This is an optimization exercise on Yosys and OpenROAD, whose aim is small area, not a production implementation. Only simulation tests tie the RTL to the original design; equivalence was not proved. Power and IR drop assume default switching activity. The flow treats the clock pin as an ideal source, which a real chip does not have.

Setup of zinc:
// mvm_host_driver
module mvm_host_driver #(
  parameter int unsigned K          = mvm_pkg::K_DEF,
  parameter int unsigned P          = mvm_pkg::P_DEF,
  parameter int unsigned B          = mvm_pkg::B_DEF,
  parameter int unsigned RES_OFFSET = 2,
  parameter int unsigned TIMEOUT    = 1023
) (
  input  logic             clk,
  input  logic             reset,
  input  logic             cmd_valid,
  output logic             cmd_ready,
  input  logic [1:0]       cmd_op,
  input  logic             in_valid,
  output logic             in_ready,
  input  logic [B-1:0]     in_data,
  output logic             res_valid,
  input  logic             res_ready,
  output logic [2*B-1:0]   res_data,
  output logic             busy,
  output logic             timeout_err,
  output logic             mvm_loadMatrix,
  output logic             mvm_loadVector,
  output logic             mvm_start,
  output logic [B-1:0]     mvm_data,
  input  logic             mvm_done,
  ...
Settings: LEC_CHECK=0, CAP_MARGIN=20, CORE_MARGIN=2, CORE_UTILIZATION=75, SLEW_MARGIN=20, SYNTH_HIERARCHICAL=1; clock period 5.0 ns.
standard.sh (not shown) runs the stock make flow with config.mk's settings and CLKGATE_MAP_FILE= SYNTH_SCRIPT=/design/flow/synth_recipe.tcl, a recipe that flattens the netlist after the stock synthesis.
==> flow/flow/run.sh <==
#!/bin/bash
# Standard layout, with smaller port buffers and a coarser clock tree without dummy loads.
set -euo pipefail
export BUFFER_PORTS_ARGS="-buffer_cell sky130_fd_sc_hd__buf_1"
export CTS_ARGS="-sink_clustering_enable -repair_clock_nets -sink_clustering_size 33 -sink_clustering_max_diameter 70 -buf_list sky130_fd_sc_hd__clkbuf_16 -dont_use_dummy_load"
bash standard.sh > standard.log 2>&1
Relative to zinc, the following input files were edited for maple:
# zinc
export LEC_CHECK = 0
export CAP_MARGIN = 20
export CORE_MARGIN = 2
export CORE_UTILIZATION = 75
export SLEW_MARGIN = 20
export SYNTH_HIERARCHICAL = 1
create_clock -name core_clock -period 5.0 [get_ports {clk}]
# maple
export LEC_CHECK = 0
export CAP_MARGIN = 20
export CORE_MARGIN = 2
export CORE_UTILIZATION = 80
export PLACE_DENSITY = 0.85
export SLEW_MARGIN = 20
export SYNTH_HIERARCHICAL = 1
create_clock -name core_clock -period 5.0 [get_ports {clk}]
-- flow/flow/run.sh --
<<< zinc, line 5
export CTS_ARGS="-sink_clustering_enable -repair_clock_nets -sink_clustering_size 33 -sink_clustering_max_diameter 70 -buf_list sky130_fd_sc_hd__clkbuf_16 -dont_use_dummy_load"
>>> maple, line 5
export CTS_ARGS="-sink_clustering_enable -repair_clock_nets -sink_clustering_size 36 -sink_clustering_max_diameter 60 -buf_list sky130_fd_sc_hd__clkbuf_16 -dont_use_dummy_load"
[summary]
Floorplan check, maple vs zinc: die outline smaller in maple
Between maple and zinc, the total placed instance area figures differ only marginally.
maple against zinc: global-route wire length before repair up 3100 um, cell count of the worst reg-to-reg path shows a reduction of 1, total placed cells including tap cells went down by 65, buffer and inverter count on the worst path barely changed.
Input-level comparison between onyx and maple:
# maple
export LEC_CHECK = 0
export CAP_MARGIN = 20
export CORE_MARGIN = 2
export CORE_UTILIZATION = 80
export PLACE_DENSITY = 0.85
export SLEW_MARGIN = 20
export SYNTH_HIERARCHICAL = 1
create_clock -name core_clock -period 5.0 [get_ports {clk}]
# onyx
export LEC_CHECK = 0
export CAP_MARGIN = 20
export CORE_MARGIN = 2
export CORE_UTILIZATION = 65
export SLEW_MARGIN = 20
export SYNTH_HIERARCHICAL = 1
create_clock -name core_clock -period 5.0 [get_ports {clk}]
-- flow/flow/run.sh --
<<< maple, line 5
export CTS_ARGS="-sink_clustering_enable -repair_clock_nets -sink_clustering_size 36 -sink_clustering_max_diameter 60 -buf_list sky130_fd_sc_hd__clkbuf_16 -dont_use_dummy_load"
>>> onyx, line 5
export CTS_ARGS="-sink_clustering_enable -repair_clock_nets -sink_clustering_size 33 -sink_clustering_max_diameter 80 -buf_list sky130_fd_sc_hd__clkbuf_16 -dont_use_dummy_load"
Findings:
Share of power burned in the clock network: onyx vs maple down 0.2 points. On fraction of the mapped netlist area in compound gates, onyx tracks maple almost exactly. A termination of the worst setup path of mvm_data[18] is what onyx shows, while mvm_data[19] belongs to maple. Compared onyx against maple; number of nets in the finished design within noise. Initial core utilization was lower in the run labelled onyx.
The inputs of raven differ from those of onyx as listed below.
-- flow/flow/run.sh --
<<< onyx, line 5
export CTS_ARGS="-sink_clustering_enable -repair_clock_nets -sink_clustering_size 33 -sink_clustering_max_diameter 80 -buf_list sky130_fd_sc_hd__clkbuf_16 -dont_use_dummy_load"
>>> raven, line 5
export CTS_ARGS="-sink_clustering_enable -repair_clock_nets -sink_clustering_size 30 -sink_clustering_max_diameter 80 -buf_list sky130_fd_sc_hd__clkbuf_16 -dont_use_dummy_load"
Results
There was hardly any difference in total wire length after detailed routing between onyx and raven. Largest voltage drop on the vdd net (raven vs. onyx) increases slightly. For layout net count, raven and onyx come out practically identical. Looking at onyx and raven, the cell area is a wash. As far as setup slack is concerned, raven and onyx perform about the same. Proportion of power drawn by the clock network (higher): raven. onyx → raven: final clock period utilization by the worst path barely changed, via count barely changed.

The RTL this note starts from:
==> flow/design.v <==
package mvm_pkg;
  localparam int unsigned K_DEF = 8;
  localparam int unsigned P_DEF = 8;
  localparam int unsigned B_DEF = 20;
  typedef enum logic [1:0] {
    OP_LOAD_MATRIX = 2'd0,
    OP_LOAD_VECTOR = 2'd1,
    OP_RUN         = 2'd2,
    OP_RESERVED    = 2'd3
  } cmd_op_e;
  typedef enum logic [2:0] {
    ST_IDLE      = 3'd0,
    ST_FILL      = 3'd1,
    ST_ARM       = 3'd2,
    ST_BURST     = 3'd3,
    ST_GAP       = 3'd4,
    ST_WAIT_DONE = 3'd5,
    ST_CAPTURE   = 3'd6,
    ST_DRAIN     = 3'd7
  } state_e;
endpackage
module mvm_host_driver_mem #(
  parameter int unsigned W = 20,
  parameter int unsigned L = 32,
  parameter int unsigned T = 8
) (
  input  logic           clk,
  input  logic           en,
  input  logic           sel_res,
  input  logic [W-1:0]   wr_data,
  input  logic [2*W-1:0] res_in,
  output logic [W-1:0]   a_head,
  output logic [2*W-1:0] tap
);
  logic [L*W-1:0] lane_a, lane_b;
  always_ff @(posedge clk) begin
    if (en) begin
      lane_a <= {(sel_res ? res_in[W-1:0] : lane_b[W-1:0]), lane_a[L*W-1:W]};
      lane_b <= {(sel_res ? res_in[2*W-1:W] : wr_data), lane_b[L*W-1:W]};
    end
  end
  assign a_head = lane_a[W-1:0];
  assign tap    = {lane_b[(L-T)*W +: W], lane_a[(L-T)*W +: W]};
endmodule
module mvm_host_driver #(
  parameter int unsigned K          = mvm_pkg::K_DEF,
  parameter int unsigned P          = mvm_pkg::P_DEF,
  parameter int unsigned B          = mvm_pkg::B_DEF,
  parameter int unsigned RES_OFFSET = 2,
  parameter int unsigned TIMEOUT    = 1023
) (
  input  logic             clk,
  input  logic             reset,
  input  logic             cmd_valid,
  output logic             cmd_ready,
  input  logic [1:0]       cmd_op,
  input  logic             in_valid,
  output logic             in_ready,
  input  logic [B-1:0]     in_data,
  output logic             res_valid,
  input  logic             res_ready,
  output logic [2*B-1:0]   res_data,
  output logic             busy,
  output logic             timeout_err,
  output logic             mvm_loadMatrix,
  output logic             mvm_loadVector,
  output logic             mvm_start,
  output logic [B-1:0]     mvm_data,
  input  logic             mvm_done,
  input  logic [2*B-1:0]   mvm_result
);
  localparam int unsigned RW    = 2 * B;
  localparam int unsigned DEPTH = K * P;
  localparam int unsigned L     = DEPTH / 2;
  localparam int unsigned CMAX  = (TIMEOUT > DEPTH + 1) ? TIMEOUT : DEPTH + 1;
  localparam int unsigned CW    = $clog2(CMAX + 1);
  logic idle_q, fill_q, ldm_q, ldv_q, burst_q, gap_q, wait_q, start_q, cap_q, drain_q;
  logic busy_q, err_q;
  logic mat_q;               
  logic [CW-1:0] cnt_q;      
  logic cmd_fire, pop, arm, step, last_word, clr;
  logic fill_end, burst_end, gap_end, wait_done, wait_to, cap_end, drain_end;
  logic fill_d, burst_d, gap_d, wait_d, cap_d, drain_d, busy_d;
  logic [B-1:0]  a_head;
  logic [RW-1:0] tap;
  assign cmd_fire  = cmd_valid & idle_q;
  assign pop       = drain_q & res_ready;
  assign arm       = ldm_q | ldv_q;
  assign step      = ~((fill_q & ~in_valid) | arm | (drain_q & ~res_ready));
  assign last_word = (cnt_q == CW'(mat_q ? DEPTH - 1 : K - 1));
  assign fill_end  = fill_q & in_valid & last_word;
  assign burst_end = burst_q & last_word;
  assign gap_end   = gap_q & (cnt_q == CW'(1));
  assign wait_done = wait_q & mvm_done;
  assign wait_to   = wait_q & ~mvm_done & (cnt_q == CW'(TIMEOUT - 1));
  assign cap_end   = cap_q & (cnt_q == CW'(RES_OFFSET + K - 2));
  assign drain_end = pop & (cnt_q == CW'(K - 1));
  assign clr       = idle_q | fill_end | burst_end | wait_done | cap_end;
  assign fill_d  = (cmd_fire & (cmd_op == mvm_pkg::OP_LOAD_MATRIX || cmd_op == mvm_pkg::OP_LOAD_VECTOR))
                 | (fill_q & ~fill_end);
  assign burst_d = arm | (burst_q & ~burst_end);
  assign gap_d   = burst_end | (gap_q & ~gap_end);
  assign wait_d  = (cmd_fire & cmd_op == mvm_pkg::OP_RUN) | (wait_q & ~wait_done & ~wait_to);
  assign cap_d   = wait_done | (cap_q & ~cap_end);
  assign drain_d = cap_end | (drain_q & ~drain_end);
  assign busy_d  = fill_d | fill_end | burst_d | gap_d | wait_d | cap_d | drain_d;
  always_ff @(posedge clk or negedge reset) begin
    if (!reset) begin
      idle_q  <= 1'b0;
      fill_q  <= 1'b0;
      ldm_q   <= 1'b0;
      ldv_q   <= 1'b0;
      burst_q <= 1'b0;
      gap_q   <= 1'b0;
      wait_q  <= 1'b0;
      start_q <= 1'b0;
      cap_q   <= 1'b0;
      drain_q <= 1'b0;
      busy_q  <= 1'b0;
      err_q   <= 1'b0;
    end else begin
      idle_q  <= ~busy_d;
      fill_q  <= fill_d;
      ldm_q   <= fill_end & mat_q;
      ldv_q   <= fill_end & ~mat_q;
      burst_q <= burst_d;
      gap_q   <= gap_d;
      wait_q  <= wait_d;
      start_q <= cmd_fire & cmd_op == mvm_pkg::OP_RUN;
      cap_q   <= cap_d;
      drain_q <= drain_d;
      busy_q  <= busy_d;
      err_q   <= cmd_fire ? 1'b0 : (err_q | wait_to);
    end
  end
  always_ff @(posedge clk) begin
    cnt_q <= clr ? '0 : cnt_q + CW'(step);
    if (idle_q) mat_q <= (cmd_op == mvm_pkg::OP_LOAD_MATRIX);
  end
  mvm_host_driver_mem #(
    .W (B),
    .L (L),
    .T (K)
  ) u_buf (
    .clk     (clk),
    .en      (step),
    .sel_res (wait_q | cap_q),
    .wr_data (in_data),
    .res_in  (mvm_result),
    .a_head  (a_head),
    .tap     (tap)
  );
  assign cmd_ready      = idle_q;
  assign in_ready       = fill_q;
  assign res_valid      = drain_q;
  assign res_data       = tap;
  assign busy           = busy_q;
  assign timeout_err    = err_q;
  assign mvm_loadMatrix = ldm_q;
  assign mvm_loadVector = ldv_q;
  assign mvm_start      = start_q;
  assign mvm_data       = burst_q ? (mat_q ? a_head : tap[RW-1:B]) : '0;
endmodule
Settings: LEC_CHECK=0, CAP_MARGIN=20, CORE_MARGIN=2, CORE_UTILIZATION=65, CTS_BUF_LIST=sky130_fd_sc_hd__clkbuf_16, CTS_CLUSTER_DIAMETER=60, CTS_CLUSTER_SIZE=24, SLEW_MARGIN=20; clock period 5.0 ns.
run.sh (not shown) runs the stock make flow with config.mk's settings and CLKGATE_MAP_FILE= SYNTH_SCRIPT=/design/flow/synth_recipe.tcl, a recipe that flattens the netlist after the stock synthesis.
Stock flow here: none of the scripts above is used.
Next try:
--- a/flow/config.mk
+++ b/flow/config.mk
@@ -10,5 +10,5 @@
 export CORE_UTILIZATION = 65
 export CTS_BUF_LIST = sky130_fd_sc_hd__clkbuf_16
-export CTS_CLUSTER_DIAMETER = 60
-export CTS_CLUSTER_SIZE = 24
+export CTS_CLUSTER_DIAMETER = 80
+export CTS_CLUSTER_SIZE = 30
 export SLEW_MARGIN = 20
Setup slack is worse by 0.014 ns.
Via count decreases by 1.7%.
Sequential share of layout area went up by 1.2 points.
Routed wire length is lower by 1.4%.
Clock power drops by 19%.
Utilization drops by 1.0 points.
Clock-buffer cell count drops by 20.

## static timing again, ports no longer ideal
The results above use ideal ports. As a check the final layouts listed here were re-extracted and re-timed, cells and wires unchanged.
Step 1 sets driving cells, clkbuf_16 on the clock port and buf_2 on the other inputs (assumed; they add their load-dependent delay and slew).
Step 2 adds t to the input delays and takes it off the output delays; t is the mean of the earliest and latest rising clock arrival at the registers after step 1. Input paths then give back, and output paths get back, about the clock's delay inside the block.
a / b / c = ideal ports / drivers / drivers and shift; a / b = the first two.
| run | t (ns) | setup slack, ns | latest minus earliest clock arrival (ns) |
|---|---|---|---|
| zinc | 0.659 | 0.919 / 0.858 / 1.454 | 0.059 / 0.060 |
| maple | 0.656 | 0.891 / 0.834 / 1.252 | 0.080 / 0.080 |
| onyx | 0.657 | 0.941 / 0.883 / 1.477 | 0.040 / 0.040 |
| raven | 0.658 | 0.940 / 0.882 / 1.414 | 0.058 / 0.059 |
| the first run of note 2 | 0.665 | 1.119 / 1.059 / 1.346 | 0.020 / 0.020 |
| the second run of note 2 | 0.673 | 1.104 / 1.044 / 1.360 | 0.016 / 0.016 |
After both steps setup and hold are still met in every run listed.
